This is an optimization exercise on Yosys and OpenROAD, whose aim is small area, not a production implementation.
The RTL was checked by simulation tests, not by an equivalence proof against the original design.
No activity file was given, so power comes from the tool's default toggle rates.

build 88:
==> flow/design.v <==
`default_nettype none
`timescale 1ns/100ps
package uart_proto_pkg;
    localparam logic [7:0] SOF_BYTE  = 8'hA5;   
    localparam logic [7:0] CMD_RESET = 8'hFF;   
    typedef enum logic [1:0] {
        SIZE_BYTE = 2'd0,
        SIZE_HALF = 2'd1,
        SIZE_WORD = 2'd2,
        SIZE_RSVD = 2'd3     
    } size_e;
    typedef struct packed {
        logic       rw;      
        logic       inc;     
        size_e      size;
        logic [3:0] len;     
    } cmd_fields_t;
    typedef enum logic [1:0] {
        FLD_CMD  = 2'd0,
        FLD_ADDR = 2'd1,
        FLD_DATA = 2'd2,
        FLD_CRC  = 2'd3
    } field_e;
endpackage
`default_nettype wire
`default_nettype none
`timescale 1ns/100ps
package parser_status_pkg;
    typedef enum logic [7:0] {
        ST_OK      = 8'h00,
        ST_CRC_ERR = 8'h01,
        ST_CMD_INV = 8'h02      
    } status_e;
    localparam int MAX_DATA_BYTES = 64;
    localparam int DATA_COUNT_W = 7;
endpackage
`default_nettype wire
`default_nettype none
`timescale 1ns/100ps
module uart_frame_parser (
    input  wire          clk,
    input  wire          rst,
    input  wire  [7:0]   rx_data,
    input  wire          rx_valid,
    output logic         rx_ready,
    output logic         frame_valid,
    input  wire          frame_ready,
    output logic [7:0]   frame_cmd,
    output logic [31:0]  frame_addr,
    output logic [511:0] frame_data,
    output logic [6:0]   frame_count,
    output logic [7:0]   frame_status,
    output logic         soft_reset
);
    typedef enum logic [2:0] {
        S_HUNT = 3'd0,
        S_CMD  = 3'd1,
        S_ADDR = 3'd2,
        S_DATA = 3'd3,
        S_CRC  = 3'd4
    } state_t;
    state_t      state;
    logic        done;        
    logic [7:0]  cmd_q;
    logic [7:0]  crc_q;       
    logic [6:0]  cnt_q;       
    logic [31:0] addr_q;
    logic [511:0] data_q;
    logic        accept;
    logic        is_cmd;
    logic [7:0]  crc_next;
    logic        no_data;
    logic [5:0]  last_idx;    
    logic        crc_zero;
    logic        good_reset;
    logic        cmd_inv;
    function automatic logic [7:0] crc8_next(input logic [7:0] crc, input logic [7:0] data);
        logic [7:0] c;
        c = crc ^ data;
        for (int i = 0; i < 8; i++) begin
            c = c[7] ? ((c << 1) ^ 8'h07) : (c << 1);
        end
        crc8_next = c;
    endfunction
    assign rx_ready = !done || frame_ready;
    assign accept   = rx_valid && rx_ready;
    assign is_cmd   = (state == S_CMD);
    assign crc_next = crc8_next(is_cmd ? 8'h00 : crc_q, rx_data);
    assign no_data  = cmd_q[7] || (cmd_q[5:4] == 2'd3);
    always_comb begin
        case (cmd_q[5:4])
            2'd0:    last_idx = {2'b00, cmd_q[3:0]};
            2'd1:    last_idx = {1'b0, cmd_q[3:0], 1'b1};
            default: last_idx = {cmd_q[3:0], 2'b11};
        endcase
    end
    assign crc_zero   = (crc_q == 8'h00);
    assign good_reset = (cmd_q == 8'hFF) && crc_zero;
    assign frame_valid  = done && !good_reset;
    assign soft_reset   = done && good_reset;
    assign frame_cmd    = cmd_q;
    assign frame_addr   = addr_q;
    assign frame_data   = data_q;
    assign frame_count  = cnt_q;
    assign cmd_inv      = (cmd_q[5:4] == 2'd3) && (cmd_q != 8'hFF);
    assign frame_status = {6'b0, cmd_inv, !cmd_inv && !crc_zero};
    always_ff @(posedge clk) begin
        if (rst) begin
            state <= S_HUNT;
            done  <= 1'b0;
        end else begin
            if (done && (frame_ready || good_reset)) done <= 1'b0;
            if (accept) begin
                case (state)
                    S_HUNT: if (rx_data == 8'hA5) state <= S_CMD;
                    S_CMD:  state <= (rx_data == 8'hFF) ? S_CRC : S_ADDR;
                    S_ADDR: if (cnt_q[1:0] == 2'd3) state <= no_data ? S_CRC : S_DATA;
                    S_DATA: if (cnt_q[5:0] == last_idx) state <= S_CRC;
                    default: begin
                        state <= S_HUNT;
                        done  <= 1'b1;
                    end
                endcase
            end
        end
    end
    always_ff @(posedge clk) begin
        if (accept) begin
            if (state != S_HUNT) crc_q <= crc_next;
            case (state)
                S_CMD:  begin
                    cmd_q <= rx_data;
                    cnt_q <= 7'd0;
                end
                S_ADDR: cnt_q[1:0] <= cnt_q[1:0] + 2'd1;
                S_DATA: cnt_q <= cnt_q + 7'd1;
                default: ;
            endcase
        end
    end
    logic        keep;        
    logic [3:0]  aw;          
    logic [63:0] dw;          
    assign keep = !(accept && is_cmd);
    always_comb begin
        for (int i = 0; i < 4; i++)
            aw[i] = accept && (state == S_ADDR) && (cnt_q[1:0] == i[1:0]);
        for (int k = 0; k < 64; k++)
            dw[k] = accept && (state == S_DATA) && (cnt_q[5:0] == k[5:0]);
    end
    always_ff @(posedge clk) begin
        for (int i = 0; i < 4; i++)
            addr_q[8*i +: 8] <= (rx_data & {8{aw[i]}}) | (addr_q[8*i +: 8] & {8{keep}});
        for (int k = 0; k < 64; k++)
            data_q[8*k +: 8] <= (rx_data & {8{dw[k]}}) | (data_q[8*k +: 8] & {8{keep}});
    end
endmodule
`default_nettype wire
==> flow/config.mk <==
export PLATFORM = sky130hd
export DESIGN_NAME = uart_frame_parser
export DESIGN_NICKNAME = uart_frame_parser
export VERILOG_FILES = /design/flow/design.v
export SDC_FILE = /design/flow/constraint.sdc
export NUM_CORES = 4
export LEC_CHECK = 0
export ABC_AREA = 1
export CAP_MARGIN = 20
export CORE_MARGIN = 2
export CORE_UTILIZATION = 85
export SLEW_MARGIN = 20
==> flow/constraint.sdc <==
create_clock -name core_clock -period 8.0 [get_ports {clk}]
set_input_delay 1.6000 -clock core_clock [delete_from_list [all_inputs] [get_ports {clk}]]
set_output_delay 1.6000 -clock core_clock [all_outputs]
set_load 0.01 [all_outputs]
standard.sh (not shown) runs the stock make flow with config.mk's settings and CLKGATE_MAP_FILE= SYNTH_SCRIPT=/design/flow/synth_recipe.tcl, a recipe that flattens the netlist after the stock synthesis.
==> flow/flow/run.sh <==
#!/bin/bash
# Standard layout, with the port buffers made of the smallest buffer cell
# and a clock tree of clkbuf_8 leaves over clusters of about 16 registers,
# with no dummy loads.
set -euo pipefail
bash standard.sh \
  "BUFFER_PORTS_ARGS=-buffer_cell sky130_fd_sc_hd__buf_1" \
  "CTS_ARGS=-sink_clustering_enable -repair_clock_nets -dont_use_dummy_load -buf_list {sky130_fd_sc_hd__clkbuf_8} -sink_clustering_size 16 -sink_clustering_max_diameter 50" \
  finish > make_finish.log 2>&1
Build 88: PPL-0024 in I/O pin placement (3_2_place_iop) -> run aborted
For build 23, these inputs were changed with respect to build 88:
- CORE_UTILIZATION: 85 -> 65
==> comparison <==
- Build 23 finished end to end and its layout was clean on timing, DRC and antenna.
- Going from build 88 to build 23, number of storage elements in the synthesis netlist essentially unchanged; total number of placement rows increased 7; starting utilization of the core area decreased 19 points.
- Re area after synthesis: no difference whatsoever between build 88 and build 23.
Here is what was changed in the inputs of build 11 compared with build 23.
==> flow/flow/run.sh <==
#!/bin/bash
# Standard layout, with the port buffers made of the smallest buffer cell
# and no dummy loads added by clock tree synthesis.
set -euo pipefail
bash standard.sh \
  "BUFFER_PORTS_ARGS=-buffer_cell sky130_fd_sc_hd__buf_1" \
  "CTS_ARGS=-sink_clustering_enable -repair_clock_nets -dont_use_dummy_load -buf_list {sky130_fd_sc_hd__clkbuf_4 sky130_fd_sc_hd__clkbuf_8}" \
  finish > make_finish.log 2>&1
Results
- Delta (build 11 minus build 23): power density normalized to cell area rose by about 8%; worst hold margin dropped 0.0059 ns; maximum frequency shrank by 4.4 MHz.
- Build 11: full flow OK, the timing, DRC and antenna checks passed

afterwards: timing with drivers on the ports:
The results above use ideal ports. As a check the final layouts listed here were re-extracted and re-timed, cells and wires unchanged.
Step 1 assumes that a clkbuf_16 drives the clock port and a buf_2 every other input.
Step 2, shift: input delay + t, output delay - t, t = (earliest + latest rising clock arrival at the registers) / 2. This alone moves slack from input paths to output paths.
a / b / c = ideal / step 1 / step 2; a / b = the first two.
run	shift t [ns]	setup WS [ns]	clock arrival spread, ns	worst register clock-pin slew, ns	worst slew at a driven data input, ns
build 23	0.625	4.048 / 4.066 / 3.441	0.069 / 0.069	0.10 / 0.10	0.05
build 11	0.633	3.979 / 4.000 / 3.367	0.083 / 0.083	0.07 / 0.07	0.06
After both steps every run listed still meets setup and hold. For build 11, which loses most, drivers alone change the setup slack by +0.021 ns; drivers and shift together by -0.612 ns.
